Context: an optimization exercise on an open-source flow, tuned for a short achievable clock period and few clock cycles. The choices shown serve that exercise and are no tape-out recipe. In this exercise RTL edits were held to simulation tests only and were not proved equivalent to the original. Power figures rest on the tool's default switching activity, not on a simulated workload.

==> design/flow/config.mk <==
export PLATFORM = sky130hd
export DESIGN_NAME = rv_soc
export DESIGN_NICKNAME = rv_soc
export VERILOG_FILES = /design/flow/design.v
export SDC_FILE = /design/flow/constraint.sdc
export NUM_CORES = 4
export LEC_CHECK = 0
export CAP_MARGIN = 20
export CELL_PAD_IN_SITES_DETAIL_PLACEMENT = 1
export CELL_PAD_IN_SITES_GLOBAL_PLACEMENT = 2
export CORE_MARGIN = 2
export CORE_UTILIZATION = 30
export PLACE_DENSITY = 0.5
export SETUP_SLACK_MARGIN = 2.5
export SLEW_MARGIN = 20
export SYNTH_HIERARCHICAL = 1
export TNS_END_PERCENT = 10
==> design/flow/run.sh <==
#!/bin/bash
# synth_recipe.tcl (not shown) runs the flow's synth.tcl, then flattens the netlist and writes it again
# the make line also repeats each setting of config.mk as NAME=value (left out here)
make -C /OpenROAD-flow-scripts/flow DESIGN_CONFIG=/design/flow/config.mk WORK_HOME=/design/flow/orfs CLKGATE_MAP_FILE= SYNTH_SCRIPT=/design/flow/synth_recipe.tcl finish
==> design/flow/constraint.sdc <==
create_clock -name core_clock -period 11.0 [get_ports {clk}]
set_input_delay 2.2000 -clock core_clock [delete_from_list [all_inputs] [get_ports {clk}]]
set_output_delay 2.2000 -clock core_clock [all_outputs]
set_load 0.01 [all_outputs]
==> design/flow/design.v <==
package rv_pkg;
    localparam int XLEN        = 32;
    localparam int REG_COUNT   = 32;
    localparam int REG_ADDR_W  = 5;
    localparam int IMM_W       = 12;
    localparam int IMEM_WORDS  = 64;
    localparam int DMEM_WORDS  = 64;
    localparam int IMEM_ADDR_W = $clog2(IMEM_WORDS);
    localparam int DMEM_ADDR_W = $clog2(DMEM_WORDS);
    localparam int LOAD_ADDR_W = (IMEM_ADDR_W > DMEM_ADDR_W) ? IMEM_ADDR_W : DMEM_ADDR_W;
    localparam int IW          = 8;
    localparam int CNT_W       = $clog2(IW + 1);
    localparam int DL          = 1;
    localparam logic [6:0] OPCODE_LW    = 7'b0000011;
    localparam logic [2:0] FUNCT3_LW    = 3'b010;
    localparam logic [6:0] OPCODE_SW    = 7'b0100011;
    localparam logic [2:0] FUNCT3_SW    = 3'b010;
    localparam logic [6:0] OPCODE_ADD   = 7'b0110011;
    localparam logic [2:0] FUNCT3_ADD   = 3'b000;
    localparam logic [6:0] FUNCT7_ADD   = 7'b0000000;
    localparam logic [6:0] OPCODE_SUB   = 7'b0110011;
    localparam logic [2:0] FUNCT3_SUB   = 3'b000;
    localparam logic [6:0] FUNCT7_SUB   = 7'b0100000;
    localparam logic [6:0] OPCODE_ADDI  = 7'b0010011;
    localparam logic [2:0] FUNCT3_ADDI  = 3'b000;
    localparam logic [6:0] OPCODE_ECALL = 7'b1110011;
    localparam logic [2:0] FUNCT3_ECALL = 3'b000;
    localparam logic [6:0] FUNCT7_ECALL = 7'b0000000;
    typedef struct packed {
        logic                  lw;
        logic                  sw;
        logic                  add;
        logic                  sub;
        logic                  addi;
        logic                  halt;
        logic                  use1;    
        logic                  use2;    
        logic                  wr;      
        logic [REG_ADDR_W-1:0] rs1;
        logic [REG_ADDR_W-1:0] rs2;
        logic [REG_ADDR_W-1:0] rd;
        logic [XLEN-1:0]       imm;     
    } decoded_inst_t;
    typedef struct packed {
        logic                   we;
        logic [LOAD_ADDR_W-1:0] addr;
        logic [XLEN-1:0]        data;
    } mem_load_t;
endpackage
`timescale 1ns/1ns
module inst_decoder (
    input  logic [rv_pkg::XLEN-1:0] inst_i,
    output rv_pkg::decoded_inst_t   dec_o
);
    logic [6:0] opcode;
    logic [2:0] funct3;
    logic [6:0] funct7;
    assign opcode = inst_i[6:0];
    assign funct3 = inst_i[14:12];
    assign funct7 = inst_i[31:25];
    assign dec_o.lw   = (opcode == rv_pkg::OPCODE_LW)   && (funct3 == rv_pkg::FUNCT3_LW);
    assign dec_o.sw   = (opcode == rv_pkg::OPCODE_SW)   && (funct3 == rv_pkg::FUNCT3_SW);
    assign dec_o.add  = (opcode == rv_pkg::OPCODE_ADD)  && (funct3 == rv_pkg::FUNCT3_ADD) &&
                        (funct7 == rv_pkg::FUNCT7_ADD);
    assign dec_o.sub  = (opcode == rv_pkg::OPCODE_SUB)  && (funct3 == rv_pkg::FUNCT3_SUB) &&
                        (funct7 == rv_pkg::FUNCT7_SUB);
    assign dec_o.addi = (opcode == rv_pkg::OPCODE_ADDI) && (funct3 == rv_pkg::FUNCT3_ADDI);
    assign dec_o.halt = (opcode == rv_pkg::OPCODE_ECALL) && (funct3 == rv_pkg::FUNCT3_ECALL) &&
                        (funct7 == rv_pkg::FUNCT7_ECALL);
    assign dec_o.rs1  = inst_i[19:15];
    assign dec_o.rs2  = inst_i[24:20];
    assign dec_o.rd   = inst_i[11:7];
    assign dec_o.use1 = (dec_o.lw || dec_o.sw || dec_o.add || dec_o.sub || dec_o.addi) &&
                        (dec_o.rs1 != '0);
    assign dec_o.use2 = (dec_o.sw || dec_o.add || dec_o.sub) && (dec_o.rs2 != '0);
    assign dec_o.wr   = (dec_o.lw || dec_o.add || dec_o.sub || dec_o.addi) && (dec_o.rd != '0);
    assign dec_o.imm  = dec_o.sw ?
        {{(rv_pkg::XLEN-rv_pkg::IMM_W){inst_i[31]}}, inst_i[31:25], inst_i[11:7]} :
        {{(rv_pkg::XLEN-rv_pkg::IMM_W){inst_i[31]}}, inst_i[31:20]};
endmodule
`timescale 1ns/1ns
module reg_read (
    input  logic [rv_pkg::REG_COUNT-1:0][rv_pkg::XLEN-1:0] regs_i,
    input  logic [rv_pkg::REG_ADDR_W-1:0]                  idx_i,
    output logic [rv_pkg::XLEN-1:0]                        data_o
);
    always_comb begin
        data_o = '0;
        for (int r = 0; r < rv_pkg::REG_COUNT; r++) begin
            data_o = data_o | ({rv_pkg::XLEN{idx_i == rv_pkg::REG_ADDR_W'(r)}} & regs_i[r]);
        end
    end
endmodule
module reg_file (
    input  logic                                           clk,
    input  logic                                           rst_n,
    input  logic [rv_pkg::REG_COUNT-1:0]                   we_i,
    input  logic [rv_pkg::REG_COUNT-1:0][rv_pkg::XLEN-1:0] wdata_i,
    output logic [rv_pkg::REG_COUNT-1:0][rv_pkg::XLEN-1:0] regs_o
);
    logic [rv_pkg::XLEN-1:0] regs [1:rv_pkg::REG_COUNT-1];
    assign regs_o[0] = '0;
    for (genvar r = 1; r < rv_pkg::REG_COUNT; r++) begin : g_reg
        always_ff @(posedge clk) begin
            if (!rst_n) begin
                regs[r] <= '0;
            end else if (we_i[r]) begin
                regs[r] <= wdata_i[r];
            end
        end
        assign regs_o[r] = regs[r];
    end
endmodule
`timescale 1ns/1ns
module exec_unit #(
    parameter int N = 1
) (
    input  logic [rv_pkg::XLEN-1:0]                         a_i,       
    input  logic [rv_pkg::XLEN-1:0]                         aa_i,      
    input  logic [rv_pkg::XLEN-1:0]                         b_i,
    input  logic [rv_pkg::XLEN-1:0]                         imm_i,
    input  logic                                            sub_i,
    input  logic                                            addi_i,
    input  logic                                            lw_i,
    input  logic [rv_pkg::DMEM_WORDS-1:0][rv_pkg::XLEN-1:0] dmem_i,
    input  logic [N-1:0]                                    st_i,      
    input  logic [N-1:0][rv_pkg::DMEM_ADDR_W-1:0]           st_addr_i,
    input  logic [N-1:0][rv_pkg::XLEN-1:0]                  st_data_i,
    output logic [rv_pkg::DMEM_ADDR_W-1:0]                  addr_o,
    output logic [rv_pkg::XLEN-1:0]                         alu_o,
    output logic [rv_pkg::XLEN-1:0]                         res_o
);
    localparam int XL = rv_pkg::XLEN;
    logic [XL-1:0] opb;
    logic [XL:0]   sum;
    logic [7:0]    asum;
    logic [N-1:0]  m;
    logic [XL-1:0] fwd;
    logic [XL-1:0] mem_word;
    assign opb    = addi_i ? imm_i : (b_i ^ {XL{sub_i}});
    assign sum    = {a_i, 1'b1} + {opb, sub_i};
    assign asum   = aa_i[7:0] + imm_i[7:0];
    assign addr_o = asum[7:2];
    word_mux64 i_rd (
        .mem_i  (dmem_i),
        .idx_i  (addr_o),
        .data_o (mem_word)
    );
    always_comb begin
        for (int k = 0; k < N; k++) begin
            m[k] = st_i[k] && (st_addr_i[k] == addr_o);
        end
        fwd = '0;
        for (int k = 0; k < N; k++) begin
            fwd = fwd | ({XL{m[k] && ((m >> (k + 1)) == '0)}} & st_data_i[k]);
        end
    end
    assign alu_o = sum[XL:1];
    assign res_o = !lw_i ? alu_o : ((m != '0) ? fwd : mem_word);
endmodule
module fwd_mux #(
    parameter int N = 1
) (
    input  logic [N-1:0]                   sel_i,    
    input  logic [N-1:0][rv_pkg::XLEN-1:0] val_i,
    input  logic [rv_pkg::XLEN-1:0]        rf_i,
    output logic [rv_pkg::XLEN-1:0]        data_o
);
    always_comb begin
        data_o = '0;
        for (int i = 0; i < N; i++) begin
            data_o = data_o | ({rv_pkg::XLEN{sel_i[i]}} & val_i[i]);
        end
        if (sel_i == '0) data_o = rf_i;
    end
endmodule
module onehot_mux #(
    parameter int N = 1
) (
    input  logic [N-1:0]                   sel_i,
    input  logic [N-1:0][rv_pkg::XLEN-1:0] val_i,
    output logic [rv_pkg::XLEN-1:0]        data_o
);
    always_comb begin
        data_o = '0;
        for (int i = 0; i < N; i++) begin
            data_o = data_o | ({rv_pkg::XLEN{sel_i[i]}} & val_i[i]);
        end
    end
endmodule
module last_hit #(
    parameter int N = 1
) (
    input  logic [N-1:0]                   hit_i,
    input  logic [N-1:0][rv_pkg::XLEN-1:0] data_i,
    output logic                           any_o,
    output logic [rv_pkg::XLEN-1:0]        data_o
);
    always_comb begin
        any_o  = (hit_i != '0);
        data_o = '0;
        for (int j = 0; j < N; j++) begin
            data_o = data_o | ({rv_pkg::XLEN{hit_i[j] && ((hit_i >> (j + 1)) == '0)}} & data_i[j]);
        end
    end
endmodule
module core (
    input  logic                                            clk,
    input  logic                                            rst_n,
    input  logic [rv_pkg::IMEM_WORDS-1:0][rv_pkg::XLEN-1:0] imem_i,
    input  rv_pkg::mem_load_t                               imem_load_i,
    input  logic [rv_pkg::DMEM_WORDS-1:0][rv_pkg::XLEN-1:0] dmem_i,
    output logic [rv_pkg::DMEM_WORDS-1:0]                   dmem_wen_o,
    output logic [rv_pkg::DMEM_WORDS-1:0][rv_pkg::XLEN-1:0] dmem_wdata_o,
    output logic                                            exit_o
);
    localparam int IW = rv_pkg::IW;
    localparam int DL = rv_pkg::DL;
    localparam int XL = rv_pkg::XLEN;
    localparam int AW = rv_pkg::DMEM_ADDR_W;
    logic [rv_pkg::IMEM_ADDR_W-1:0] pc_q;
    logic [rv_pkg::IMEM_ADDR_W-1:0] pc_d;
    logic [IW-1:0][XL-1:0]          win_q;
    logic [IW-1:0][XL-1:0]          win_d;
    logic [IW-1:0][XL-1:0]          opa_q;    
    logic [IW-1:0][XL-1:0]          opb_q;    
    logic [IW-1:0][XL-1:0]          opa_d;
    logic [IW-1:0][XL-1:0]          opb_d;
    logic [IW-1:0]         d_lw, d_sw, d_add, d_sub, d_addi, d_halt, d_use1, d_use2, d_wr;
    logic [IW-1:0][4:0]    d_rs1, d_rs2, d_rd;
    logic [IW-1:0][XL-1:0] d_imm;
    logic [rv_pkg::REG_COUNT-1:0][XL-1:0] regs;
    logic [rv_pkg::REG_COUNT-1:0]         rf_we;
    logic [rv_pkg::REG_COUNT-1:0][XL-1:0] rf_wdata;
    logic [IW-1:0][XL-1:0] ra;
    logic [IW-1:0][XL-1:0] rb;
    localparam int DW = 9 + 3 * rv_pkg::REG_ADDR_W + XL;    
    logic [IW-1:0][DW-1:0] dec_q;
    logic [IW-1:0][DW-1:0] dec_d;
    for (genvar j = 0; j < IW; j++) begin : g_dec
        rv_pkg::decoded_inst_t dn;
        rv_pkg::decoded_inst_t dec;
        inst_decoder i_dec (
            .inst_i (win_d[j]),
            .dec_o  (dn)
        );
        assign dec_d[j] = dn;
        assign dec      = dec_q[j];
        assign d_lw[j]   = dec.lw;
        assign d_sw[j]   = dec.sw;
        assign d_add[j]  = dec.add;
        assign d_sub[j]  = dec.sub;
        assign d_addi[j] = dec.addi;
        assign d_halt[j] = dec.halt;
        assign d_use1[j] = dec.use1;
        assign d_use2[j] = dec.use2;
        assign d_wr[j]   = dec.wr;
        assign d_rs1[j]  = dec.rs1;
        assign d_rs2[j]  = dec.rs2;
        assign d_rd[j]   = dec.rd;
        assign d_imm[j]  = dec.imm;
        assign ra[j] = opa_q[j];
        assign rb[j] = opb_q[j];
    end
    reg_file i_reg_file (
        .clk     (clk),
        .rst_n   (rst_n),
        .we_i    (rf_we),
        .wdata_i (rf_wdata),
        .regs_o  (regs)
    );
    logic [IW-1:0][IW-1:0] ma;
    logic [IW-1:0][IW-1:0] mb;
    logic [IW-1:0][IW-1:0] sa;
    logic [IW-1:0][IW-1:0] sb;
    logic [DL:0][IW-1:0]   ge;
    logic [DL:0][IW-1:0]   ge_reg;
    logic [IW-1:0]         stop;
    logic [IW-1:0]         issue;
    always_comb begin
        ma = '0;
        mb = '0;
        for (int j = 0; j < IW; j++) begin
            for (int i = 0; i < j; i++) begin
                ma[j][i] = d_wr[i] && d_use1[j] && (d_rd[i] == d_rs1[j]);
                mb[j][i] = d_wr[i] && d_use2[j] && (d_rd[i] == d_rs2[j]);
            end
        end
        sa = '0;
        sb = '0;
        for (int j = 0; j < IW; j++) begin
            for (int i = 0; i < j; i++) begin
                sa[j][i] = ma[j][i] && ((ma[j] >> (i + 1)) == '0);
                sb[j][i] = mb[j][i] && ((mb[j] >> (i + 1)) == '0);
            end
        end
        ge_reg[0] = '1;
        ge[0]     = '1;
        for (int d = 1; d <= DL; d++) begin
            for (int j = 0; j < IW; j++) begin
                ge_reg[d][j] = ((sa[j] & ge[d-1]) != '0) || ((sb[j] & ge[d-1]) != '0);
            end
            for (int j = 0; j < IW; j++) begin
                logic st;
                st = 1'b0;
                for (int k = 0; k < j; k++) begin
                    st = st || (d_sw[k] && ge_reg[d][k]);
                end
                ge[d][j] = ge_reg[d][j] || (d_lw[j] && st);
            end
        end
        for (int j = 0; j < IW; j++) begin
            logic [IW-1:0] rl;
            rl      = sa[j] & d_lw & {IW{d_lw[j] || d_sw[j]}};
            stop[j] = d_halt[j] || ge[DL][j] || (rl != '0);
        end
        issue[0] = !stop[0];
        for (int j = 1; j < IW; j++) begin
            issue[j] = issue[j-1] && !stop[j];
        end
    end
    logic [DL-1:0][IW-1:0][XL-1:0] lv_a;      
    logic [DL-1:0][IW-1:0][XL-1:0] lv_aa;     
    logic [DL-1:0][IW-1:0][XL-1:0] lv_b;
    logic [DL-1:0][IW-1:0][AW-1:0] lv_addr;
    logic [DL-1:0][IW-1:0][XL-1:0] lv_alu;    
    logic [DL-1:0][IW-1:0][XL-1:0] lv_res;    
    logic [DL-1:0][IW-1:0][XL-1:0] lv_fwd;    
    logic [DL-1:0][IW-1:0][XL-1:0] lv_fwds;   
    logic [IW-1:0][XL-1:0]         res;       
    logic [IW-1:0][AW-1:0]         saddr;     
    logic [IW-1:0][XL-1:0]         sdata;     
    logic [DL-1:0][IW-1:0][IW-1:0]         fsel_a;
    logic [DL-1:0][IW-1:0][IW-1:0]         fsel_b;
    logic [DL-1:0][IW-1:0][IW-1:0][XL-1:0] fval;
    logic [DL-1:0][IW-1:0][IW-1:0][XL-1:0] fvals;
    logic [DL-1:0][IW-1:0][IW-1:0]         st;
    logic [DL-1:0][IW-1:0][IW-1:0][AW-1:0] st_addr;
    logic [DL-1:0][IW-1:0][IW-1:0][XL-1:0] st_data;
    for (genvar d = 0; d < DL; d++) begin : g_lv
        for (genvar j = 0; j < IW; j++) begin : g_slot
            for (genvar i = 0; i < IW; i++) begin : g_in
                if (i < j) begin : g_early
                    assign fsel_a[d][j][i]  = sa[j][i];
                    assign fsel_b[d][j][i]  = sb[j][i];
                    assign fval[d][j][i]    = (d == 0) ? '0 : lv_fwd[(d == 0) ? 0 : d-1][i];
                    assign fvals[d][j][i]   = (d == 0) ? '0 : lv_fwds[(d == 0) ? 0 : d-1][i];
                    assign st[d][j][i]      = d_sw[i];
                    assign st_addr[d][j][i] = lv_addr[d][i];
                    assign st_data[d][j][i] = lv_b[d][i];
                end else begin : g_late
                    assign fsel_a[d][j][i]  = 1'b0;
                    assign fsel_b[d][j][i]  = 1'b0;
                    assign fval[d][j][i]    = '0;
                    assign fvals[d][j][i]   = '0;
                    assign st[d][j][i]      = 1'b0;
                    assign st_addr[d][j][i] = '0;
                    assign st_data[d][j][i] = '0;
                end
            end
            localparam int NJ = (j == 0) ? 1 : j;    
            if (d == 0 || j == 0) begin : g_rf
                assign lv_a[d][j]  = ra[j];
                assign lv_aa[d][j] = ra[j];
                assign lv_b[d][j]  = rb[j];
            end else begin : g_fwd
                fwd_mux #(.N(NJ)) i_fa (
                    .sel_i  (fsel_a[d][j][NJ-1:0]),
                    .val_i  (fval[d][j][NJ-1:0]),
                    .rf_i   (ra[j]),
                    .data_o (lv_a[d][j])
                );
                fwd_mux #(.N(NJ)) i_faa (
                    .sel_i  (fsel_a[d][j][NJ-1:0]),
                    .val_i  (fvals[d][j][NJ-1:0]),
                    .rf_i   (ra[j]),
                    .data_o (lv_aa[d][j])
                );
                fwd_mux #(.N(NJ)) i_fb (
                    .sel_i  (fsel_b[d][j][NJ-1:0]),
                    .val_i  (fval[d][j][NJ-1:0]),
                    .rf_i   (rb[j]),
                    .data_o (lv_b[d][j])
                );
            end
            exec_unit #(.N(NJ)) i_exec (
                .a_i       (lv_a[d][j]),
                .aa_i      (lv_aa[d][j]),
                .b_i       (lv_b[d][j]),
                .imm_i     (d_imm[j]),
                .sub_i     (d_sub[j]),
                .addi_i    (d_addi[j]),
                .lw_i      (d_lw[j]),
                .dmem_i    (dmem_i),
                .st_i      (st[d][j][NJ-1:0]),
                .st_addr_i (st_addr[d][j][NJ-1:0]),
                .st_data_i (st_data[d][j][NJ-1:0]),
                .addr_o    (lv_addr[d][j]),
                .alu_o     (lv_alu[d][j]),
                .res_o     (lv_res[d][j])
            );
            always_comb begin
                lv_fwd[d][j]  = lv_res[d][j];
                lv_fwds[d][j] = lv_alu[d][j];
                for (int e = d - 1; e >= 0; e--) begin
                    if (!ge[e+1][j]) begin
                        lv_fwd[d][j]  = lv_res[e][j];
                        lv_fwds[d][j] = lv_alu[e][j];
                    end
                end
            end
        end
    end
    always_comb begin
        for (int j = 0; j < IW; j++) begin
            res[j]   = lv_res[DL-1][j];
            saddr[j] = lv_addr[DL-1][j];
            sdata[j] = lv_b[DL-1][j];
            for (int e = DL - 2; e >= 0; e--) begin
                if (!ge[e+1][j]) begin
                    res[j]   = lv_res[e][j];
                    saddr[j] = lv_addr[e][j];
                    sdata[j] = lv_b[e][j];
                end
            end
        end
    end
    logic [IW-1:0] wr_iss;
    logic [IW-1:0] st_iss;
    assign wr_iss = issue & d_wr;
    assign st_iss = issue & d_sw;
    logic [rv_pkg::REG_COUNT-1:0][IW-1:0]  rf_hit;
    logic [rv_pkg::DMEM_WORDS-1:0][IW-1:0] dm_hit;
    always_comb begin
        for (int r = 0; r < rv_pkg::REG_COUNT; r++) begin
            for (int j = 0; j < IW; j++) begin
                rf_hit[r][j] = wr_iss[j] && (d_rd[j] == 5'(r));
            end
        end
        for (int w = 0; w < rv_pkg::DMEM_WORDS; w++) begin
            for (int j = 0; j < IW; j++) begin
                dm_hit[w][j] = st_iss[j] && (saddr[j] == AW'(w));
            end
        end
    end
    assign rf_we[0]    = 1'b0;
    assign rf_wdata[0] = '0;
    for (genvar r = 1; r < rv_pkg::REG_COUNT; r++) begin : g_rwb
        last_hit #(.N(IW)) i_wb (
            .hit_i  (rf_hit[r]),
            .data_i (res),
            .any_o  (rf_we[r]),
            .data_o (rf_wdata[r])
        );
    end
    for (genvar w = 0; w < rv_pkg::DMEM_WORDS; w++) begin : g_dwb
        logic wen;
        last_hit #(.N(IW)) i_wb (
            .hit_i  (dm_hit[w]),
            .data_i (sdata),
            .any_o  (wen),
            .data_o (dmem_wdata_o[w])
        );
        assign dmem_wen_o[w] = rst_n && wen;
    end
    localparam int NC = 2 * IW;
    localparam int PW = rv_pkg::IMEM_ADDR_W;
    logic [NC-1:0][XL-1:0] cand_w;    
    logic [NC-1:0][XL-1:0] cand_a;    
    logic [NC-1:0][XL-1:0] cand_b;    
    logic [NC-1:0][PW-1:0] fidx;
    logic [IW:0]           adv;       
    for (genvar m = 0; m < NC; m++) begin : g_cand
        assign fidx[m] = pc_q + PW'(m);
        if (m < IW) begin : g_win
            assign cand_w[m] = win_q[m];
            assign cand_a[m] = opa_q[m];
            assign cand_b[m] = opb_q[m];
        end else begin : g_mem
            word_mux64 i_fetch (
                .mem_i  (imem_i),
                .idx_i  (fidx[m]),
                .data_o (cand_w[m])
            );
            reg_read i_rd_a (
                .regs_i (regs),
                .idx_i  (cand_w[m][19:15]),
                .data_o (cand_a[m])
            );
            reg_read i_rd_b (
                .regs_i (regs),
                .idx_i  (cand_w[m][24:20]),
                .data_o (cand_b[m])
            );
        end
    end
    always_comb begin
        adv[0] = !issue[0];
        for (int c = 1; c < IW; c++) begin
            adv[c] = issue[c-1] && !issue[c];
        end
        adv[IW] = issue[IW-1];
        pc_d = '0;
        for (int c = 0; c <= IW; c++) begin
            pc_d = pc_d | ({PW{adv[c]}} & (pc_q + PW'(c)));
        end
    end
    logic [IW-1:0][XL-1:0]  nxt_w;
    logic [IW-1:0][XL-1:0]  nxt_a;
    logic [IW-1:0][XL-1:0]  nxt_b;
    logic [IW-1:0][IW-1:0]  nhit_a;
    logic [IW-1:0][IW-1:0]  nhit_b;
    logic [IW-1:0]          nany_a;
    logic [IW-1:0]          nany_b;
    logic [IW-1:0][XL-1:0]  nbyp_a;
    logic [IW-1:0][XL-1:0]  nbyp_b;
    for (genvar j = 0; j < IW; j++) begin : g_next
        onehot_mux #(.N(IW+1)) i_nw (
            .sel_i  (adv),
            .val_i  (cand_w[j +: IW+1]),
            .data_o (nxt_w[j])
        );
        onehot_mux #(.N(IW+1)) i_na (
            .sel_i  (adv),
            .val_i  (cand_a[j +: IW+1]),
            .data_o (nxt_a[j])
        );
        onehot_mux #(.N(IW+1)) i_nb (
            .sel_i  (adv),
            .val_i  (cand_b[j +: IW+1]),
            .data_o (nxt_b[j])
        );
        assign win_d[j] = rst_n ? nxt_w[j] :
                          (imem_load_i.we &&
                           imem_load_i.addr[rv_pkg::IMEM_ADDR_W-1:0] == rv_pkg::IMEM_ADDR_W'(j)) ?
                          imem_load_i.data : imem_i[j];
    end
    logic [NC-1:0][IW-1:0]  cm_a;
    logic [NC-1:0][IW-1:0]  cm_b;
    always_comb begin
        for (int m = 0; m < NC; m++) begin
            for (int k = 0; k < IW; k++) begin
                cm_a[m][k] = d_wr[k] && (d_rd[k] == cand_w[m][19:15]);
                cm_b[m][k] = d_wr[k] && (d_rd[k] == cand_w[m][24:20]);
            end
        end
        nhit_a = '0;
        nhit_b = '0;
        for (int j = 0; j < IW; j++) begin
            for (int c = 1; c <= IW; c++) begin
                for (int k = 0; k < c; k++) begin
                    logic la;
                    logic lb;
                    la = cm_a[j+c][k];
                    lb = cm_b[j+c][k];
                    for (int kk = k + 1; kk < c; kk++) begin
                        la = la && !cm_a[j+c][kk];
                        lb = lb && !cm_b[j+c][kk];
                    end
                    nhit_a[j][k] = nhit_a[j][k] || (adv[c] && la);
                    nhit_b[j][k] = nhit_b[j][k] || (adv[c] && lb);
                end
            end
        end
    end
    for (genvar j = 0; j < IW; j++) begin : g_opnd
        assign nany_a[j] = (nhit_a[j] != '0);
        assign nany_b[j] = (nhit_b[j] != '0);
        onehot_mux #(.N(IW)) i_byp_a (
            .sel_i  (nhit_a[j]),
            .val_i  (res),
            .data_o (nbyp_a[j])
        );
        onehot_mux #(.N(IW)) i_byp_b (
            .sel_i  (nhit_b[j]),
            .val_i  (res),
            .data_o (nbyp_b[j])
        );
        assign opa_d[j] = !rst_n ? '0 : (nany_a[j] ? nbyp_a[j] : nxt_a[j]);
        assign opb_d[j] = !rst_n ? '0 : (nany_b[j] ? nbyp_b[j] : nxt_b[j]);
    end
    always_ff @(posedge clk) begin
        if (!rst_n) begin
            pc_q <= '0;
        end else begin
            pc_q <= pc_d;
        end
        win_q <= win_d;
        dec_q <= dec_d;
        opa_q <= opa_d;
        opb_q <= opb_d;
    end
    assign exit_o = d_halt[0];
endmodule
`timescale 1ns/1ns
module inst_mem (
    input  logic                                          clk,
    input  rv_pkg::mem_load_t                             load_i,
    output logic [rv_pkg::IMEM_WORDS-1:0][rv_pkg::XLEN-1:0] mem_o
);
    logic [rv_pkg::XLEN-1:0] mem [rv_pkg::IMEM_WORDS];
    always_ff @(posedge clk) begin
        if (load_i.we) begin
            mem[load_i.addr[rv_pkg::IMEM_ADDR_W-1:0]] <= load_i.data;
        end
    end
    for (genvar w = 0; w < rv_pkg::IMEM_WORDS; w++) begin : g_out
        assign mem_o[w] = mem[w];
    end
endmodule
`timescale 1ns/1ns
module word_mux64 (
    input  logic [rv_pkg::DMEM_WORDS-1:0][rv_pkg::XLEN-1:0] mem_i,
    input  logic [rv_pkg::DMEM_ADDR_W-1:0]                  idx_i,
    output logic [rv_pkg::XLEN-1:0]                         data_o
);
    always_comb begin
        data_o = '0;
        for (int w = 0; w < rv_pkg::DMEM_WORDS; w++) begin
            data_o = data_o | ({rv_pkg::XLEN{idx_i == rv_pkg::DMEM_ADDR_W'(w)}} & mem_i[w]);
        end
    end
endmodule
module data_mem (
    input  logic                                            clk,
    input  logic [rv_pkg::DMEM_WORDS-1:0]                   wen_i,
    input  logic [rv_pkg::DMEM_WORDS-1:0][rv_pkg::XLEN-1:0] wdata_i,
    output logic [rv_pkg::DMEM_WORDS-1:0][rv_pkg::XLEN-1:0] mem_o,
    input  rv_pkg::mem_load_t                               load_i,
    input  logic [rv_pkg::DMEM_ADDR_W-1:0]                  peek_addr_i,
    output logic [rv_pkg::XLEN-1:0]                         peek_data_o
);
    logic [rv_pkg::DMEM_WORDS-1:0][rv_pkg::XLEN-1:0] mem;
    for (genvar w = 0; w < rv_pkg::DMEM_WORDS; w++) begin : g_word
        always_ff @(posedge clk) begin
            if (load_i.we && load_i.addr[rv_pkg::DMEM_ADDR_W-1:0] == w) begin
                mem[w] <= load_i.data;
            end else if (wen_i[w]) begin
                mem[w] <= wdata_i[w];
            end
        end
    end
    assign mem_o       = mem;
    assign peek_data_o = mem[peek_addr_i];
endmodule
`timescale 1ns/1ns
module rv_soc (
    input  logic                           clk,
    input  logic                           rst_n,
    input  logic [38:0]                    imem_load_i,
    input  logic [38:0]                    dmem_load_i,
    input  logic [rv_pkg::DMEM_ADDR_W-1:0] peek_addr_i,
    output logic [rv_pkg::XLEN-1:0]        peek_data_o,
    output logic                           exit_o
);
    rv_pkg::mem_load_t imem_load;
    rv_pkg::mem_load_t dmem_load;
    logic [rv_pkg::IMEM_WORDS-1:0][rv_pkg::XLEN-1:0] imem;
    logic [rv_pkg::DMEM_WORDS-1:0][rv_pkg::XLEN-1:0] dmem;
    logic [rv_pkg::DMEM_WORDS-1:0]                   dmem_wen;
    logic [rv_pkg::DMEM_WORDS-1:0][rv_pkg::XLEN-1:0] dmem_wdata;
    assign imem_load = imem_load_i;
    assign dmem_load = dmem_load_i;
    core i_core (
        .clk          (clk),
        .rst_n        (rst_n),
        .imem_i       (imem),
        .imem_load_i  (imem_load),
        .dmem_i       (dmem),
        .dmem_wen_o   (dmem_wen),
        .dmem_wdata_o (dmem_wdata),
        .exit_o       (exit_o)
    );
    inst_mem i_inst_mem (
        .clk    (clk),
        .load_i (imem_load),
        .mem_o  (imem)
    );
    data_mem i_data_mem (
        .clk         (clk),
        .wen_i       (dmem_wen),
        .wdata_i     (dmem_wdata),
        .mem_o       (dmem),
        .load_i      (dmem_load),
        .peek_addr_i (peek_addr_i),
        .peek_data_o (peek_data_o)
    );
endmodule
==> results.json, run 1 <==
{
  "synthesis.instances": 134362,
  "cts-buffers-inserted": 912,
  "grt_pass1_wl_microns": 23400000,
  "port_buffers": 118,
  "grt_max_degree": 143,
  "core.rowCount": 671,
  "dpl-instance-area_sq_um": 1140000,
  "gp_routability_congestion": 1.38,
  "h-tree-depth": 6,
  "initial_cell_density_of_the_core_pct": 30.0,
  "firstError": "[ERROR GRT-0116] Global routing finished with congestion. Check the congestion regions in the DRC Viewer.",
  "boundaryPins": 119,
  "syn_avg_cell_area_sq_um": 7.45,
  "cts.hold.buffers_added": 0,
  "cts_buffer_depth": 6,
  "yosysWarnings": 23,
  "last-stage-reached": "global routing (5_1_grt)",
  "overflow": 113242,
  "dieWidth_microns": 1830,
  "first_global_vias": 1878239,
  "dieHeight_microns": 1830,
  "status": "did not finish",
  "hpwl_microns": 11800000,
  "clockRootBuffer": "sky130_fd_sc_hd__clkbuf_16",
  "synth.cell_area_sq_um": 1000000,
  "grt_util_all_layers_pct": 101,
  "dp_cells": 176046
}
## metrics by stage
stage	total power, mW	hold slack (ns)	worst slack (ns)	util [%]
floorplan	63.5	0.580	2.44	-
global placement	148	0.492	-2.91	33.7
detailed placement	149	0.497	0.139	34.1
CTS	185	0.511	2.04	35.4
## power groups by stage
stage	logic [mW]	registers, mW	clock network [mW]
2_1_floorplan	35.9	27.6	0
3_3_place_gp	119	28.5	0
3_5_place_dp	120	28.5	0
4_1_cts	124	28.0	33.8
## worst max path at each step
stage | start | to | slack [ns] | depth (start not counted)
after floorplan | i_core.dec_q[50] | i_core.i_reg_file.regs[3][10] | 2.44 | 20
after global placement | i_core.pc_q[1] | i_core.opa_q[247] | -2.91 | 22
after detailed placement | i_core.opa_q[227] | i_core.i_reg_file.regs[6][10] | 0.14 | 27
after CTS | peek_addr_i[4] | peek_data_o[17] | 2.04 | 9
## timing repair
action,in CTS
pin swaps,355
setup buffers,747
cloned,107
gates resized for setup,1009
setup endpoints to repair,2239
## layer usage
metal / overflow / global-route usage [%]
met1: 17967 / 99.5
met2: 51115 / 105
met3: 18260 / 99.0
met4: 23886 / 101
met5: 2014 / 94.5
Testbench counts, summed over its fixed seeds: cycles 3,191.
==> run 2: changes to the inputs <==
--- a/design/flow/config.mk
+++ b/design/flow/config.mk
@@ -11,7 +11,5 @@
 export CORE_MARGIN = 2
 export CORE_UTILIZATION = 30
 export PLACE_DENSITY = 0.5
-export SETUP_SLACK_MARGIN = 2.5
 export SLEW_MARGIN = 20
 export SYNTH_HIERARCHICAL = 1
-export TNS_END_PERCENT = 10
==> run 2 against run 1 <==
Effect of this change:
- the flow again stops in global routing (5_1_grt)
- synthesized area stayed put
- synthesized cell count stayed put
==> results.json, run 2 <==
{
  "port_buffers": 118,
  "dieHeight_microns": 1830,
  "boundaryPins": 119,
  "cts-resized-gates": 0,
  "overflow": 96666,
  "core.rowCount": 671,
  "synth.cell_area_sq_um": 1000000,
  "cts.hold.buffers_added": 0,
  "grt_pass1_wl_microns": 23200000,
  "clockRootBuffer": "sky130_fd_sc_hd__clkbuf_16",
  "worst_slack_after_detailed_placement_ns": 0.139,
  "last-stage-reached": "global routing (5_1_grt)",
  "grt_util_all_layers_pct": 100,
  "hpwl_microns": 11800000,
  "yosysWarnings": 23,
  "status": "did not finish",
  "grt_max_degree": 143,
  "cts_setup_buffers": 0,
  "dpl-instance-area_sq_um": 1140000,
  "firstError": "[ERROR GRT-0116] Global routing finished with congestion. Check the congestion regions in the DRC Viewer.",
  "syn_avg_cell_area_sq_um": 7.45,
  "initial_cell_density_of_the_core_pct": 30.0,
  "cts-buffers-inserted": 912,
  "cts_buffer_depth": 6,
  "dp_cells": 176046,
  "gp_routability_congestion": 1.38,
  "h-tree-depth": 6,
  "first_global_vias": 1867838,
  "dieWidth_microns": 1830,
  "synthesis.instances": 134362
}
## run 2: routing by layer
| metal | overflow | track usage (%) |
|---|---|---|
| met5 | 1850 | 94.1 |
| met4 | 20597 | 100 |
| met3 | 16526 | 98.5 |
| met2 | 41989 | 104 |
| met1 | 15704 | 99.1 |
## run 2: power by group through the flow
stage          clock, mW  combinational [mW]  sequential, mW
3_5_place_dp           0                 120            28.5
4_1_cts             33.8                 120            28.0
2_1_floorplan          0                35.9            27.6
3_3_place_gp           0                 119            28.5
## run 2: per-stage QoR
stage / util (%) / TNS, ns
3_5_place_dp: 34.1 / 0
4_1_cts: 35.0 / 0
2_1_floorplan: - / 0
3_3_place_gp: 33.7 / -194.10
## run 2: worst max-delay path by stage
stage / start / endpoint / slack (ns) / cells past startpoint
2_1_floorplan: i_core.dec_q[50] / i_core.i_reg_file.regs[3][10] / 2.44 / 20
3_3_place_gp: i_core.pc_q[1] / i_core.opa_q[247] / -2.91 / 22
3_5_place_dp: i_core.opa_q[227] / i_core.i_reg_file.regs[6][10] / 0.14 / 27
4_1_cts: i_core.opa_q[227] / i_core.i_reg_file.regs[6][10] / 0.09 / 27
